From an optimization exercise on the open Yosys and OpenROAD flow, aimed at small area; shortcuts taken in it are not production practice. Only simulation tests tie the RTL to the original design; equivalence was not proved. Power is estimated from default activity; no workload was simulated.

Setup of trial 87:
==> flow/design.v <==
package cpu_pkg;
   localparam int REG_W = 32;
   localparam int REG_N = 32;
   localparam logic [4:0] REG_ZERO = 5'd0;
   localparam logic [4:0] REG_GP = 5'd28;
   localparam logic [4:0] REG_SP = 5'd29;
   localparam logic [4:0] REG_RA = 5'd31;
   localparam logic [1:0] WB_ALU = 2'b00;
   localparam logic [1:0] WB_MEM = 2'b01;
   localparam logic [1:0] WB_PC4 = 2'b10;
endpackage
import cpu_pkg::*;
module gpr_aoi222 (
   input  logic a0, b0, a1, b1, a2, b2,
   output logic y
);
   assign y = ~((a0 & b0) | (a1 & b1) | (a2 & b2));
endmodule
module gpr_hold (
   input  logic s, sn, d, q,
   output logic y
);
   assign y = (s & d) | (sn & q);
endmodule
module gpr_and3 (
   input  logic a, b, c,
   output logic y
);
   assign y = a & b & c;
endmodule
module gpr_inv (
   input  logic a,
   output logic y
);
   assign y = ~a;
endmodule
module gpr_dec2 (
   input  logic [1:0] a,
   input  logic       en,
   output logic [3:0] y
);
   for (genvar i = 0; i < 4; i++) begin : g
      assign y[i] = en && a == 2'(i);
   end
endmodule
module gpr_dec3 (
   input  logic [2:0] a,
   output logic [7:0] y
);
   for (genvar i = 0; i < 8; i++) begin : g
      assign y[i] = a == 3'(i);
   end
endmodule
module gpr_aoi21 (
   input  logic a, b, c,
   output logic y
);
   assign y = ~((a & b) | c);
endmodule
module gpr_nand2 (
   input  logic a, b,
   output logic y
);
   assign y = ~(a & b);
endmodule
module gpr_nand11 (
   input  logic [10:0] n,
   output logic y
);
   assign y = ~&n;
endmodule
module gpr_rd_bit #(
   parameter bit HAS_C = 1'b0
) (
   input  logic [30:0] sel,
   input  logic [30:0] d,
   input  logic        c,
   output logic        y
);
   logic [10:0] n;
   for (genvar g = 0; g < 10; g++) begin : g_aoi
      gpr_aoi222 u (.a0(sel[3*g]), .b0(d[3*g]), .a1(sel[3*g+1]), .b1(d[3*g+1]),
                    .a2(sel[3*g+2]), .b2(d[3*g+2]), .y(n[g]));
   end
   if (HAS_C) begin : g_c
      gpr_aoi21 u (.a(sel[30]), .b(d[30]), .c(c), .y(n[10]));
   end else begin : g_nc
      gpr_nand2 u (.a(sel[30]), .b(d[30]), .y(n[10]));
   end
   gpr_nand11 u_or (.n(n), .y(y));
endmodule
module gpr_file
#(
   parameter logic [REG_W-1:0] SP_INIT = 32'h0000_2FFC,
   parameter logic [REG_W-1:0] GP_INIT = 32'h0000_1800,
   parameter logic [4:0] LINK_REG = REG_RA
) (
   input  logic             clk,
   input  logic             rst_n,
   input  logic [4:0]       rd_addr_a,
   input  logic [4:0]       rd_addr_b,
   output logic [REG_W-1:0] rd_data_a,
   output logic [REG_W-1:0] rd_data_b,
   input  logic             wr_en,
   input  logic             wr_link,
   input  logic [4:0]       wr_addr,
   input  logic [REG_W-1:0] wr_data,
   output logic             wr_ack,
   output logic [REG_N-1:0] dirty_mask
);
   logic [REG_W-1:0] regs [1:REG_N-1];
   logic [4:0] dest;
   logic we;
   logic [3:0] wlo;
   logic [7:0] whi;
   assign dest = wr_link ? LINK_REG : wr_addr;
   assign we = wr_en && (dest != REG_ZERO);
   gpr_dec2 u_wlo (.a(dest[1:0]), .en(wr_en), .y(wlo));
   gpr_dec3 u_whi (.a(dest[4:2]), .y(whi));
   logic [REG_N-1:1] dirty;
   logic [REG_N-1:1] wr;
   for (genvar r = 1; r < REG_N; r++) begin : g_reg
      logic wr_n;
      logic [REG_W-1:0] nxt;
      gpr_nand2 u_wrn (.a(wlo[r%4]), .b(whi[r/4]), .y(wr_n));
      gpr_inv u_wr (.a(wr_n), .y(wr[r]));
      for (genvar b = 0; b < REG_W; b++) begin : g_bit
         gpr_hold u_hold (.s(wr[r]), .sn(wr_n), .d(wr_data[b]), .q(regs[r][b]), .y(nxt[b]));
      end
      always_ff @(posedge clk) regs[r] <= nxt;
   end
   always_ff @(posedge clk or negedge rst_n)
      if (!rst_n) begin
         dirty <= '0;
         wr_ack <= 1'b0;
      end else begin
         dirty <= dirty | wr;
         wr_ack <= we;
      end
   assign dirty_mask = {dirty, 1'b0};
   logic [4:0] ra [2];
   logic [REG_W-1:0] rv [2];
   assign ra[0] = rd_addr_a;
   assign ra[1] = rd_addr_b;
   for (genvar p = 0; p < 2; p++) begin : g_rd
      logic [3:0] lo;
      logic [7:0] hi;
      logic [30:0] sel;
      logic gp_c, sp_c;
      gpr_dec2 u_lo (.a(ra[p][1:0]), .en(1'b1), .y(lo));
      gpr_dec3 u_hi (.a(ra[p][4:2]), .y(hi));
      for (genvar r = 1; r < REG_N; r++) begin : g_sel
         gpr_and3 u (.a(lo[r%4]), .b(hi[r/4]), .c(dirty[r]), .y(sel[r-1]));
      end
      assign gp_c = lo[REG_GP%4] && hi[REG_GP/4] && !dirty[REG_GP];
      assign sp_c = lo[REG_SP%4] && hi[REG_SP/4] && !dirty[REG_SP];
      for (genvar b = 0; b < REG_W; b++) begin : g_bit
         logic [30:0] d;
         for (genvar r = 1; r < REG_N; r++) begin : g_d
            assign d[r-1] = regs[r][b];
         end
         localparam bit HAS_C = GP_INIT[b] | SP_INIT[b];
         logic c;
         if (GP_INIT[b] && SP_INIT[b]) begin : g_c2
            assign c = gp_c | sp_c;
         end else if (GP_INIT[b]) begin : g_cg
            assign c = gp_c;
         end else begin : g_cs
            assign c = sp_c;
         end
         gpr_rd_bit #(.HAS_C(HAS_C)) u_bit (.sel(sel), .d(d), .c(c), .y(rv[p][b]));
      end
   end
   assign rd_data_a = rv[0];
   assign rd_data_b = rv[1];
endmodule
==> flow/config.mk <==
export PLATFORM = sky130hd
export DESIGN_NAME = gpr_file
export DESIGN_NICKNAME = gpr_file
export VERILOG_FILES = /design/flow/design.v
export SDC_FILE = /design/flow/constraint.sdc
export NUM_CORES = 4
export LEC_CHECK = 0
export CAP_MARGIN = 20
export CORE_MARGIN = 2
export CORE_UTILIZATION = 50
export SETUP_SLACK_MARGIN = 0.5
export SLEW_MARGIN = 20
export SYNTH_HIERARCHICAL = 1
==> flow/constraint.sdc <==
create_clock -name core_clock -period 7.0 [get_ports {clk}]
set_input_delay 1.4000 -clock core_clock [delete_from_list [all_inputs] [get_ports {clk}]]
set_output_delay 1.4000 -clock core_clock [all_outputs]
set_load 0.01 [all_outputs]
standard.sh (not shown) runs the stock make flow with config.mk's settings and CLKGATE_MAP_FILE= SYNTH_SCRIPT=/design/flow/synth_recipe.tcl, a recipe that flattens the netlist after the stock synthesis.
==> flow/flow/run.sh <==
#!/bin/bash
# Standard ORFS layout (the standard.sh, standard synthesis unchanged) with two changes:
# ports are buffered with the smallest buffer cell, and clock tree synthesis uses fewer,
# larger sink clusters of clkbuf_8 and adds no dummy loads. Make's output goes to
# standard.log; each ORFS step logs under orfs/logs/.
set -euo pipefail
bash standard.sh \
  BUFFER_PORTS_ARGS="-inputs -outputs -buffer_cell sky130_fd_sc_hd__buf_1" \
  CTS_ARGS="-sink_clustering_enable -repair_clock_nets -dont_use_dummy_load -sink_clustering_size 16 -sink_clustering_max_diameter 80 -buf_list sky130_fd_sc_hd__clkbuf_8 -tree_buf sky130_fd_sc_hd__clkbuf_8 -root_buf sky130_fd_sc_hd__clkbuf_8" \
  finish > standard.log 2>&1
Trial 87: flow completed, timing, DRC and antenna clean
diff inputs: trial 87 => build 59
# trial 87
export LEC_CHECK = 0
export CAP_MARGIN = 20
export CORE_MARGIN = 2
export CORE_UTILIZATION = 50
export SETUP_SLACK_MARGIN = 0.5
export SLEW_MARGIN = 20
export SYNTH_HIERARCHICAL = 1
create_clock -name core_clock -period 7.0 [get_ports {clk}]
# build 59
export LEC_CHECK = 0
export CAP_MARGIN = 20
export CORE_MARGIN = 2
export CORE_UTILIZATION = 60
export GPL_TIMING_DRIVEN = 0
export SETUP_SLACK_MARGIN = 0.5
export SLEW_MARGIN = 20
export SYNTH_HIERARCHICAL = 1
create_clock -name core_clock -period 7.0 [get_ports {clk}]
Findings:
- Build 59 and trial 87 ended up with roughly the same critical path data arrival time.
- In build 59 the row count turned out 9 lower than in trial 87.
- Cmp build 59 vs trial 87: relative slew slack higher in build 59
- When build 59 is set beside trial 87, its clock network power share turns out to be 0.4 points smaller.
- [diff] worst-case setup margin in the final layout, build 59 relative to trial 87: regression
- Re power density over the cells: build 59 and trial 87 aren't equal, and the higher value belongs to trial 87.
- Delta (build 59 minus trial 87): final critical-path share of the clock period climbed 0.17 points; power dropped about 0.5%.
- From build 59 to trial 87, total global routing overflow did not move at all.
- Compared with trial 87, build 59 shows global-route wire length before repair lower by about 2.6%.
- Full die area delta (build 59 − trial 87): favourable

-- port drivers added, routing unchanged --
The flow's constraints put no driver on any port. The routed layouts listed below were extracted and timed again, unchanged, in two steps.
Step 1 (the two cells are an assumption about what drives the block):
set clk [get_ports {clk}]
set_driving_cell -lib_cell sky130_fd_sc_hd__clkbuf_16 $clk
set_driving_cell -lib_cell sky130_fd_sc_hd__buf_2 [delete_from_list [all_inputs] $clk]
Step 2 adds t to the input delays and takes it off the output delays; t is the mean of the earliest and latest rising clock arrival at the registers after step 1. Input paths then give back, and output paths get back, about the clock's delay inside the block.
a / b / c = no drivers / after step 1 / after step 2; a / b = the first two.
run	t (ns)	slack for setup (ns)	worst hold slack (ns)	slew at the worst register clock pin (ns)	cell pins on the clock port's net
trial 87	0.810	1.159 / 1.049 / 1.049	0.506 / 0.506 / 0.506	0.12 / 0.12	1
build 59	0.778	1.147 / 0.993 / 0.993	0.477 / 0.430 / 0.500	0.11 / 0.11	1
After both steps setup and hold are still met in every run listed. For build 59, which loses most, drivers alone change the setup slack by -0.154 ns; drivers and shift together by -0.154 ns.
